This design comes from an exercise in tuning for small area on the open sky130 flow, not from production work.
The RTL was checked by simulation tests, not by an equivalence proof against the original design.
Power and IR drop assume default switching activity.

==> flow/design.v, too long to show whole: its modules and the start of the top module <==
// module cl_inv: 3 lines
// module cl_nand2: 3 lines
// module cl_nor2: 3 lines
// module cl_nand3: 3 lines
// module cl_or3: 3 lines
// module cl_xor2: 3 lines
// module cl_xnor2: 3 lines
// module cl_o22ai: 3 lines
// module cl_a22oi: 3 lines
// module cl_a222oi: 3 lines
// module cl_a22o: 3 lines
// module cl_a21oi: 3 lines
// module cl_o21ai: 3 lines
// module cl_a21boi: 3 lines
// module cl_a21o: 3 lines
// module cl_and4bb: 3 lines
// module cl_ha: 4 lines
// module calc1_channel: 1030 lines
// module calc1: 53 lines
module calc1 (
  input  logic        c_clk,
  input  logic        reset,
  input  logic [3:0]  req1_cmd_in,
  input  logic [3:0]  req2_cmd_in,
  input  logic [3:0]  req3_cmd_in,
  input  logic [3:0]  req4_cmd_in,
  input  logic [31:0] req1_data_in,
  input  logic [31:0] req2_data_in,
  input  logic [31:0] req3_data_in,
  input  logic [31:0] req4_data_in,
  output logic [1:0]  out_resp1,
  output logic [1:0]  out_resp2,
  output logic [1:0]  out_resp3,
  output logic [1:0]  out_resp4,
  output logic [31:0] out_data1,
  output logic [31:0] out_data2,
  output logic [31:0] out_data3,
  output logic [31:0] out_data4
);
  // ...
==> flow/flow/run.sh <==
#!/bin/bash
# Standard ORFS layout with two changes:
#  - synthesis may not pick the larger drive strengths of the simple gates the datapath's
#    one-gate modules map to (placement and timing repair later still may), and
#  - ports are buffered with buf_1 instead of the default buffer.
set -euo pipefail
PLAT=$FLOW_HOME/platforms/$FLOW_PLATFORM
LIB=$PLAT/lib/sky130_fd_sc_hd__tt_025C_1v80.lib
BASE=$(sed -n '/^export DONT_USE_CELLS/,/^#/p' $PLAT/config.mk | grep -o 'sky130_fd_sc_hd__[a-z0-9_]*' | tr '\n' ' ')
EXTRA=""
for c in inv a21boi a21oi a22oi a222oi a22o and4bb o22ai o21ai nand2 nand3 or3 nor2 xor2 xnor2 ha a21o; do
  for s in 2 4 8; do
    if grep -q "cell (\"sky130_fd_sc_hd__${c}_$s\")" $LIB; then EXTRA="$EXTRA sky130_fd_sc_hd__${c}_$s"; fi
  done
done
CTS="-sink_clustering_enable -repair_clock_nets -buf_list sky130_fd_sc_hd__clkbuf_8 -sink_clustering_size 30 -sink_clustering_max_diameter 100 -dont_use_dummy_load"
bash standard.sh "DONT_USE_CELLS=$BASE $EXTRA" synth > synth.log 2>&1
bash standard.sh "BUFFER_PORTS_ARGS=-buffer_cell sky130_fd_sc_hd__buf_1" "CTS_ARGS=$CTS" finish > layout.log 2>&1
==> flow/standard.sh <==
#!/bin/bash
# synth_recipe.tcl (not shown) runs the flow's synth.tcl, then flattens the netlist and writes it again
# the make line also repeats each setting of config.mk as NAME=value (left out here)
make -C /OpenROAD-flow-scripts/flow DESIGN_CONFIG=/design/flow/config.mk WORK_HOME=/design/flow/orfs CLKGATE_MAP_FILE= SYNTH_SCRIPT=/design/flow/synth_recipe.tcl "${@:-finish}"
==> flow/config.mk <==
export PLATFORM = sky130hd
export DESIGN_NAME = calc1
export DESIGN_NICKNAME = calc1
export VERILOG_FILES = /design/flow/design.v
export SDC_FILE = /design/flow/constraint.sdc
export NUM_CORES = 4
export LEC_CHECK = 0
export CAP_MARGIN = 20
export CORE_MARGIN = 2
export CORE_UTILIZATION = 40
export SLEW_MARGIN = 20
export SYNTH_HIERARCHICAL = 1
==> flow/constraint.sdc <==
create_clock -name core_clock -period 5.0 [get_ports {c_clk}]
set_input_delay 1.0000 -clock core_clock [delete_from_list [all_inputs] [get_ports {c_clk}]]
set_output_delay 1.0000 -clock core_clock [all_outputs]
set_load 0.01 [all_outputs]
==> reports/summary.txt, run 1 <==
GRT met3 Usage: 5.19%
final core occ: 44.2%
Pwr Total: 16.0 mW
cell depth of the worst setup path: 19
first-pass detailed-route iteration total: 10
post-route ant nets: 0
top power group: combinational logic
adder-cell share of the synthesized area: 4.07%
global-route wire length before repair: 100000 um
main combinational cell family by area after synthesis: compound AO/OA/AOI/OAI gates
PwrDens: 856 nW/um^2
fraction of area in multi-input gates: 70.1%
met1 Use GR: 38.3%
leak pwr: 6.86 nW
Fmax: 220 MHz
GR Util met2: 45.4%
Synth Area in Compound Gates: 43.3%
Synth Area in XOR/XNOR: 18.1%
Setup Skew: 0.0265 ns
Sw Pwr: 9.18 mW
Worst Path Max Fanout: 4
final hold vios: 0
syn_nets: 2414
top layer in use: met5
Sum Neg Setup Slack: 0 ns
Mapped Cells: 2212
clk latency of the worst-skew pair: 0.57 ns
Critical Path End Type: flop
inverter count: 36
Worst Setup Start Kind: primary input
DRT iter0 DRCs: 2101
Post-synth EDFFs: 12
GP Congestion: 0.978
Top class by area: multi-input gates
status: finished clean
Sequential Area: 3080 um^2
==> run 2, diff against run 1 <==
--- a/flow/config.mk
+++ b/flow/config.mk
@@ -7,6 +7,6 @@
 export LEC_CHECK = 0
 export CAP_MARGIN = 20
 export CORE_MARGIN = 2
-export CORE_UTILIZATION = 40
+export CORE_UTILIZATION = 80
 export SLEW_MARGIN = 20
 export SYNTH_HIERARCHICAL = 1
==> run 2 against run 1 <==
Compared with the run above: synthesized cell count is the same; worst setup slack lost 0.044 ns; largest cell class unchanged; clock power shrank 3.7%; design area shrank 2.3%; power shrank 0.36%; critical path type unchanged; critical path depth is the same; largest power group unchanged; synthesized area is the same; non-clock buffer count shrank 16; die area shrank 49%; clock skew grew 0.0063 ns.
==> reports/summary.txt, run 2 <==
status: finished clean (unchanged)
largest net degree at the start of global routing: 34 (was 37)
clk slew on worst S/H paths: 0.06 ns (was 0.09 ns)
clock sinks: 148 (unchanged)
final period utilization: 91.7% (was 90.8%)
peak supply drop: 703 uV (was 437 uV)
Worst Setup Start Kind: primary input (unchanged)
Critical Path End Type: flop (unchanged)
Mapped Cells: 2212 (unchanged)
Max Root-Sink Buffers: 2 (unchanged)
Congestion Overflow GR: 0 (unchanged)
Fmax: 218 MHz (was 220 MHz)
DRC errors left: 0 (unchanged)
Avg WL per Cell: 21.8 um (was 22.4 um)
slowest CP cell: a21oi_1 (was o21ai_1)
most frequent cells in the layout: o22ai_1, buf_1, xor2_1 (unchanged)
setup bufs post-CTS: 0 (unchanged)
Sw Share: 57.5% (was 57.4%)
Post-CTS Hold Buffers: 0 (unchanged)
area of the multi-input gates: 13100 um^2 (about the same)
routed wire length: 58800 um (was 66500 um)
Setup Skew: 0.0328 ns (was 0.0265 ns)
Ys Warns: 7 (unchanged)
ranking of synthesized cells by area: o22ai_1, dfxtp_1, xor2_1, a22oi_1, a22o_1 (unchanged)
clk latency of the worst-skew pair: 0.48 ns (was 0.57 ns)
width of the chip: 151 um (was 211 um)
count leader, synth: o22ai_1 (unchanged)
area grow syn2layout: 5.98% (was 8.52%)
HP Class: reg -> reg (was in -> reg)
gr usage total: 48.3% (was 28.5%)
final hold slack: 0.746 ns (was 0.741 ns)
DP HPWL: 42200 um (was 49700 um)
core area: 21100 um^2 (was 42200 um^2)
synth cell count leaders: o22ai_1, xor2_1, nand2_1 (unchanged)
Nets: 2616 (was 2632)
max-slew violations: 0 (unchanged)
CTS Root Cell: clkbuf_8 (unchanged)
CP cell instances: buf_1, xor2_1, xor2_1, a21boi_1, o21ai_1, a21oi_1, o21ai_1, a21o_1, a21o_1, a21o_1, a21o_1, a21boi_1, o21ai_1, a21oi_1, o21ai_1, a21oi_1, xor2_1, a222oi_1, nand2_1 (unchanged)
slowest stage delay, CP: 0.39 ns (was 0.34 ns)
most common cell after layout, fill and taps aside: o22ai_1 (unchanged)
DR vias/cell: 7.78 (was 6.56)
row cnt: 53 (was 75)
post-route ant nets: 0 (unchanged)
final hold vios: 0 (unchanged)
Sw Pwr: 9.16 mW (was 9.18 mW)
TritonCTS Buffers: 17 (unchanged)
fill cell count: 1288 (was 4469)
post-cts resize count: 0 (unchanged)
TritonCTS clock tree: yes (unchanged)
Sum Neg Setup Slack: 0 ns (unchanged)
RSZ-0062 raised after global routing: no (unchanged)
DIE AREA: 22700 um^2 (was 44700 um^2)
vias in the first global route: 18100 (was 17700)
global-route wire length before repair: 89700 um (was 100000 um)
DR vias: 20900 (was 19500)
worst setup path class: in -> reg (unchanged)
Comb pwr share: 76.0% (was 75.7%)
GP Congestion: 1.17 (was 0.978)
crit-path leading delay family: compound AO/OA/AOI/OAI gates (unchanged)
Worst Path Max Fanout: 4 (unchanged)
Worst Path Buf+Inv: 1 (unchanged)
sequential share of the synthesized area: 17.9% (unchanged)
#FFs+latches synth: 148 (unchanged)
Top FF cell, synth: dfxtp_1 (unchanged)
Final Cell Area: 18200 um^2 (was 18700 um^2)
fraction of registers with async set/reset: 0% (unchanged)
Flop pwr share: 19.3% (was 19.4%)
Power Internal: 6.77 mW (was 6.81 mW)
endpoints failing setup: 0 (unchanged)
DIE HEIGHT: 151 um (was 211 um)
Worst Path Arrival: 4.91 ns (was 4.98 ns)
Post-synth EDFFs: 12 (unchanged)
Sequential Area: 3080 um^2 (unchanged)
first-pass detailed-route iteration total: 22 (was 10)
Max-Cap Viols: 0 (unchanged)
Mean Syn Cell Area: 7.78 um^2 (unchanged)
area leader, netlist: o22ai_1 (unchanged)
Slew headroom: 38.1% (was 37.5%)
Initial Util: 81.6% (was 40.7%)
Yosys top cell area share: 16.4% (unchanged)
Final min period: 4.58 ns (was 4.54 ns)
# port buffers: 281 (unchanged)
PwrDens: 874 nW/um^2 (was 856 nW/um^2)
CP Data Required Time: 5.33 ns (was 5.44 ns)
# IOs: 282 (unchanged)
clock share of power: 4.7% (was 4.9%)
syn_nets: 2414 (unchanged)
final core occ: 86.5% (was 44.2%)
initial antenna violation count: 3 (was 5)
mapped cell area: 17200 um^2 (unchanged)
leak pwr: 6.78 nW (was 6.86 nW)
Tightest Pin Transition: 0.928 ns (was 0.936 ns)
DP Area: 18000 um^2 (was 18400 um^2)
layout cells sized above 1: 3.28% (was 3.87%)
htree depth: 4 (unchanged)
DRT iter0 DRCs: 4481 (was 2101)
Distinct cells, synth: 34 (unchanged)
## run 2: worst min-delay path, delay by kind of cell (launching register included)
| family | cells | cell delay [ns] |
|---|---|---|
| flops | 1 | 0.35 |
| fa+ha+maj | 1 | 0.19 |
| buf+inv | 1 | 0.08 |
## run 2: final timing paths
path / from / endpoint / slack (ns) / depth (start not counted)
max: req4_data_in[0] / u_ch4.r_q[31]$_DFF_P_ / 0.42 / 19
min reg2reg: u_ch3.st_q[1]$_SDFF_PN0_ / u_ch3.k_q[0]$_DFFE_PP_ / 0.75 / 2
min: u_ch3.st_q[1]$_SDFF_PN0_ / u_ch3.k_q[0]$_DFFE_PP_ / 0.75 / 2
max reg2reg: u_ch4.k_q[0]$_DFFE_PP_ / u_ch4.r_q[31]$_DFF_P_ / 0.43 / 18
## run 2: Yosys stat by module (local to each module, per instance), a selection
module     cell area [um^2]  copies in the design
cl_ha                  12.5                    40
cl_and4bb              12.5                     4
cl_xor2                8.76                   280
cl_xnor2               8.76                    64
cl_a22o                8.76                   128
cl_o22ai               6.26                   452
cl_or3                 6.26                    16
cl_a21oi               5.00                    76
cl_nand3               5.00                    16
cl_nand2               3.75                   252
cl_inv                 3.75                    20
## run 2: metal layers
layer	part of all wire, %	up-vias	GRT usage (%)	wire length [um]
met5	0	-	0	0
met4	7.7	0	28.2	4510
met3	15	528	12.1	8570
met2	42	1955	73.5	24700
met1	36	9268	61.9	21000
li1	-	9184	-	-
## run 2: final cells by class
class | instances | area share, %
Multi-Input combinational cell | 1896 | 71.9
Tap cell | 275 | 1.89
Clock buffer | 17 | 1.28
Antenna cell | 4 | 0.0549
Timing Repair Buffer | 315 | 7.25
Inverter | 36 | 0.741
Sequential cell | 148 | 16.9
## run 2: cells by family after synthesis
group                      synth area share (%)
DFF                                        17.9
buffers and inverters                      6.49
muxes                                     0.233
AOI/OAI and AO/OA                          43.3
and+or+nand+nor                            9.89
xor gates and xnor gates                   18.1
adders and majority gates                  4.07
## run 2: through the flow
step           worst slack, ns  std cells  total power, mW
4_1_cts                  0.595       2687             15.2
3_3_place_gp             0.454       2670             13.9
5_1_grt                  0.138       2690             16.7
6_report                 0.415       2691             15.9
2_1_floorplan            0.145       2212             11.6
3_5_place_dp             0.178       2670             14.4
## run 2: power by group through the flow
stage	clock, mW	sequential (mW)	combinational, mW
2_1_floorplan	0	2.72	8.89
3_3_place_gp	0	2.94	11.0
3_5_place_dp	0	3.00	11.4
4_1_cts	0.743	2.96	11.5
5_1_grt	0.783	3.11	12.8
6_report	0.751	3.07	12.1
==> run 3, diff against run 2 <==
--- a/flow/config.mk
+++ b/flow/config.mk
@@ -7,6 +7,6 @@
 export LEC_CHECK = 0
 export CAP_MARGIN = 20
 export CORE_MARGIN = 2
-export CORE_UTILIZATION = 80
+export CORE_UTILIZATION = 65
 export SLEW_MARGIN = 20
 export SYNTH_HIERARCHICAL = 1
==> run 3 against run 2 <==
Compared with the run above: sequential share of layout area down 0.10 points; critical path depth stayed put; sequential cell count unchanged; worst hold slack improved by 0.0040 ns; synthesized cell count unchanged; synthesized area unchanged; sequential power grew 2%; design area increased by 0.60%; clock-buffer cell count is the same; core utilization decreased by 16 points; critical path type unchanged; largest cell class unchanged.
==> reports/summary.txt, run 3 <==
peak supply drop: 587 uV (was 703 uV)
worst setup path start: req1_data_in[0] (was req4_data_in[0])
# port buffers: 281 (unchanged)
Nets: 2626 (was 2616)
most common cell after layout, fill and taps aside: o22ai_1 (unchanged)
Synth Area in Compound Gates: 43.3% (unchanged)
Pwr Total: 15.9 mW (about the same)
cells on worst reg2reg path: 19 (was 18)
TritonCTS Buffers: 17 (unchanged)
top layer in use: met4 (unchanged)
PwrDens: 867 nW/um^2 (was 874 nW/um^2)
post-synthesis mux area share: 0.233% (unchanged)
clk slew on worst S/H paths: 0.07 ns (was 0.06 ns)
Placed Cells: 2740 (was 2670)
Ys Warns: 7 (unchanged)
fraction of registers with async set/reset: 0% (unchanged)
htree depth: 4 (unchanged)
global-route wire length before repair: 94500 um (was 89700 um)
Avg WL per Cell: 22.0 um (was 21.8 um)
Worst Path Buf+Inv: 1 (unchanged)
GP Congestion: 1.06 (was 1.17)
Tightest Pin Transition: 0.969 ns (was 0.928 ns)
routed wire length: 60900 um (was 58800 um)
Max-Cap Viols: 0 (unchanged)
DRT iter0 DRCs: 3268 (was 4481)
Power Internal: 6.78 mW (was 6.77 mW)
clock share of power: 4.8% (was 4.7%)
met1 wire length: 24100 um (was 21000 um)
Final Cell Area: 18300 um^2 (was 18200 um^2)
DP HPWL: 44600 um (was 42200 um)
gr usage total: 41.0% (was 48.3%)
setup ws final: 0.490 ns (was 0.415 ns)
status: finished clean (unchanged)
post-route ant nets: 0 (unchanged)
DP Area: 18100 um^2 (was 18000 um^2)
Slew headroom: 35.3% (was 38.1%)
#FFs+latches synth: 148 (unchanged)
syn_nets: 2414 (unchanged)
reg2reg setup slack: 0.70 ns (was 0.43 ns)
Worst Path Arrival: 4.84 ns (was 4.91 ns)
Top FF cell, synth: dfxtp_1 (unchanged)
Synth Area in XOR/XNOR: 18.1% (unchanged)
synth cell count leaders: o22ai_1, xor2_1, nand2_1 (unchanged)
vias in the first global route: 17900 (was 18100)
Flop pwr share: 19.6% (was 19.3%)
Critical Path End Type: flop (unchanged)
largest net degree at the start of global routing: 34 (unchanged)
max-slew violations: 0 (unchanged)
TritonCTS clock tree: yes (unchanged)
DRC errors left: 0 (unchanged)
ranking of synthesized cells by area: o22ai_1, dfxtp_1, xor2_1, a22oi_1, a22o_1 (unchanged)
row cnt: 59 (was 53)
routed wl met2: 26800 um (was 24700 um)
cell depth of the worst setup path: 19 (unchanged)
reg2reg end: u_ch4.r_q[31]$_DFF_P_ (unchanged)
clk latency of the worst-skew pair: 0.49 ns (was 0.48 ns)
core area: 26100 um^2 (was 21100 um^2)
mapped cell area: 17200 um^2 (unchanged)
most frequent cells in the layout: o22ai_1, buf_1, xor2_1 (unchanged)
Worst Path Max Fanout: 4 (unchanged)
Distinct cells, synth: 34 (unchanged)
Setup Skew: 0.0500 ns (was 0.0328 ns)
leak pwr: 6.82 nW (was 6.78 nW)
RSZ-0062 raised after global routing: no (unchanged)
Mapped Cells: 2212 (unchanged)
Sw Pwr: 9.13 mW (was 9.16 mW)
layout cells sized above 1: 3.67% (was 3.28%)
Comb pwr share: 75.6% (was 76.0%)
Post-synth EDFFs: 12 (unchanged)
Max Root-Sink Buffers: 2 (unchanged)
width of the chip: 167 um (was 151 um)
initial antenna violation count: 3 (unchanged)
DIE HEIGHT: 167 um (was 151 um)
clock sinks: 148 (unchanged)
sequential share of the synthesized area: 17.9% (unchanged)
RR Startpoint: u_ch4.k_q[0]$_DFFE_PP_ (unchanged)
crit-path leading delay family: compound AO/OA/AOI/OAI gates (unchanged)
# IOs: 282 (unchanged)
CTS Root Cell: clkbuf_8 (unchanged)
Initial Util: 66.0% (was 81.6%)
Layout Cells excl Fill: 2760 (was 2691)
Final min period: 4.51 ns (was 4.58 ns)
count leader, synth: o22ai_1 (unchanged)
DIE AREA: 27800 um^2 (was 22700 um^2)
post-cts resize count: 0 (unchanged)
DR vias/cell: 7.29 (was 7.78)
slowest CP cell: a222oi_1 (was a21oi_1)
DR vias: 20100 (was 20900)
Mean Syn Cell Area: 7.78 um^2 (unchanged)
simple-gate share of the synthesized area: 9.89% (unchanged)
slowest stage delay, CP: 0.33 ns (was 0.39 ns)
worst setup path class: in -> reg (unchanged)
Congestion Overflow GR: 0 (unchanged)
routed wl met3: 6680 um (was 8570 um)
main combinational cell family by area after synthesis: compound AO/OA/AOI/OAI gates (unchanged)
endpoints failing setup: 0 (unchanged)
first-pass detailed-route iteration total: 12 (was 22)
area grow syn2layout: 6.62% (was 5.98%)
HP Class: reg -> reg (unchanged)
setup bufs post-CTS: 0 (unchanged)
final hold vios: 0 (unchanged)
area leader, netlist: o22ai_1 (unchanged)
Sum Neg Setup Slack: 0 ns (unchanged)
Fmax: 222 MHz (was 218 MHz)
Sw Share: 57.4% (was 57.5%)
CP cell instances: buf_1, xor2_1, xor2_1, a21boi_1, o21ai_1, a21oi_1, o21ai_1, a21o_1, a21o_1, a21o_1, a21o_1, a21boi_1, o21ai_1, a21oi_1, o21ai_1, a21oi_1, xor2_1, a222oi_1, nand2_1 (unchanged)
CP Data Required Time: 5.33 ns (about the same)
Worst Setup Start Kind: primary input (unchanged)
adder-cell share of the synthesized area: 4.07% (unchanged)
crit path capture: u_ch1.r_q[31]$_DFF_P_ (was u_ch4.r_q[31]$_DFF_P_)
Place WS: 0.168 ns (was 0.178 ns)
Post-CTS Hold Buffers: 0 (unchanged)
final period utilization: 90.2% (was 91.7%)
Yosys top cell area share: 16.4% (unchanged)
==> run 3: logic make-up after synthesis <==
family                   count (synthesis)
AO/OA/AOI/OAI                         1084
XOR/XNOR                               356
adder cells (fa/ha/maj)                 56
flip-flops                             148
buffers and inverters                  168
multiplexers                             4
AND/OR/NAND/NOR                        396
==> run 3: how the worst min path moves through the flow <==
stage | startpoint | end | slack, ns | cells after the start
final | u_ch3.st_q[1]$_SDFF_PN0_ | u_ch3.k_q[1]$_DFFE_PP_ | 0.75 | 2
after CTS | u_ch3.st_q[1]$_SDFF_PN0_ | u_ch3.k_q[1]$_DFFE_PP_ | 0.76 | 2
after global placement | u_ch1.st_q[1]$_SDFF_PN0_ | u_ch1.k_q[1]$_DFFE_PP_ | 0.72 | 2
after global routing | u_ch4.st_q[1]$_SDFF_PN0_ | u_ch4.k_q[1]$_DFFE_PP_ | 0.78 | 2
after detailed placement | u_ch3.st_q[1]$_SDFF_PN0_ | u_ch3.k_q[1]$_DFFE_PP_ | 0.74 | 2
after floorplan | u_ch1.st_q[1]$_SDFF_PN0_ | u_ch1.k_q[2]$_DFFE_PP_ | 0.64 | 1
==> run 3: power by group through the flow <==
| stage | registers [mW] | logic (mW) | clock network (mW) |
|---|---|---|---|
| 5_1_grt | 3.16 | 12.9 | 0.814 |
| 6_report | 3.12 | 12.0 | 0.769 |
| 2_1_floorplan | 2.72 | 8.89 | 0 |
| 3_5_place_dp | 3.05 | 11.5 | 0 |
| 4_1_cts | 3.02 | 11.6 | 0.769 |
| 3_3_place_gp | 3.02 | 11.3 | 0 |
==> run 3: layout make-up <==
type / instances / area [um^2]
diodes: 3 / 7.51
clock buffers: 17 / 234
flip-flops and latches: 148 / 3080
well taps: 335 / 419
fillers: 2264 / 7710
repair buffers: 325 / 1390
inverters: 36 / 135
multi-input cells: 1896 / 13100
==> run 3: per-stage QoR <==
step / utilization (%) / hold slack [ns]
finish: 70.4 / 0.750
global route: 70.4 / 0.784
CTS: 70.4 / 0.755
detailed placement: 69.5 / 0.743
global placement: 69.5 / 0.723
floorplan: - / 0.638
==> run 3: routing by layer <==
| metal | global-route usage (%) | vias up |
|---|---|---|
| li1 | - | 9178 |
| met1 | 55.0 | 9308 |
| met2 | 64.5 | 1382 |
| met3 | 6.63 | 248 |
| met4 | 19.1 | 0 |
| met5 | 0 | - |
==> run 3: tightest hold or removal path, stage by stage, from the launching register on <==
cell and delay, ns:
dfxtp_1 0.36, ha_1 0.19, inv_1 0.08
==> run 3: Yosys stat by module, one instance, submodules excluded, a selection <==
module | cells inside | times used
cl_xor2 | 1 | 280
cl_xnor2 | 1 | 64
cl_a21boi | 1 | 24
cl_a21o | 1 | 20
cl_a22oi | 1 | 192
cl_a21oi | 1 | 76
cl_and4bb | 1 | 4
cl_a22o | 1 | 128
cl_inv | 1 | 20
cl_ha | 1 | 40
cl_or3 | 1 | 16

afterwards: timing with drivers on the ports:
Ports are ideal in the flow. The routed layouts listed here were re-timed in OpenROAD. Step 1: set_driving_cell puts a clkbuf_16 on c_clk and a buf_2 on each other input, an assumption about the parent block. Step 2 also shifts input and output timing later by t, the mid clock arrival at the registers, as if the neighbouring blocks saw the same clock. Slacks: no drivers / after step 1 / after step 2; pairs: no drivers / after step 1.
run | shift t [ns] | slack for setup (ns) | hold slack, ns | worst data-port slew with drivers (ns) | pins driven straight from the clock port
run 1 | 0.611 | 0.460 / 0.476 / -0.134 | 0.741 / 0.712 / 0.743 | 0.07 | 1
run 2 | 0.506 | 0.415 / 0.410 / -0.096 | 0.746 / 0.746 / 0.746 | 0.09 | 1
run 3 | 0.510 | 0.490 / 0.519 / 0.008 | 0.750 / 0.750 / 0.750 | 0.10 | 1
Met with ideal ports but missed after step 2: setup timing in run 1 and run 2. The setup slack of run 1, which loses most, moves by +0.016 ns with the drivers and by -0.594 ns with both steps.
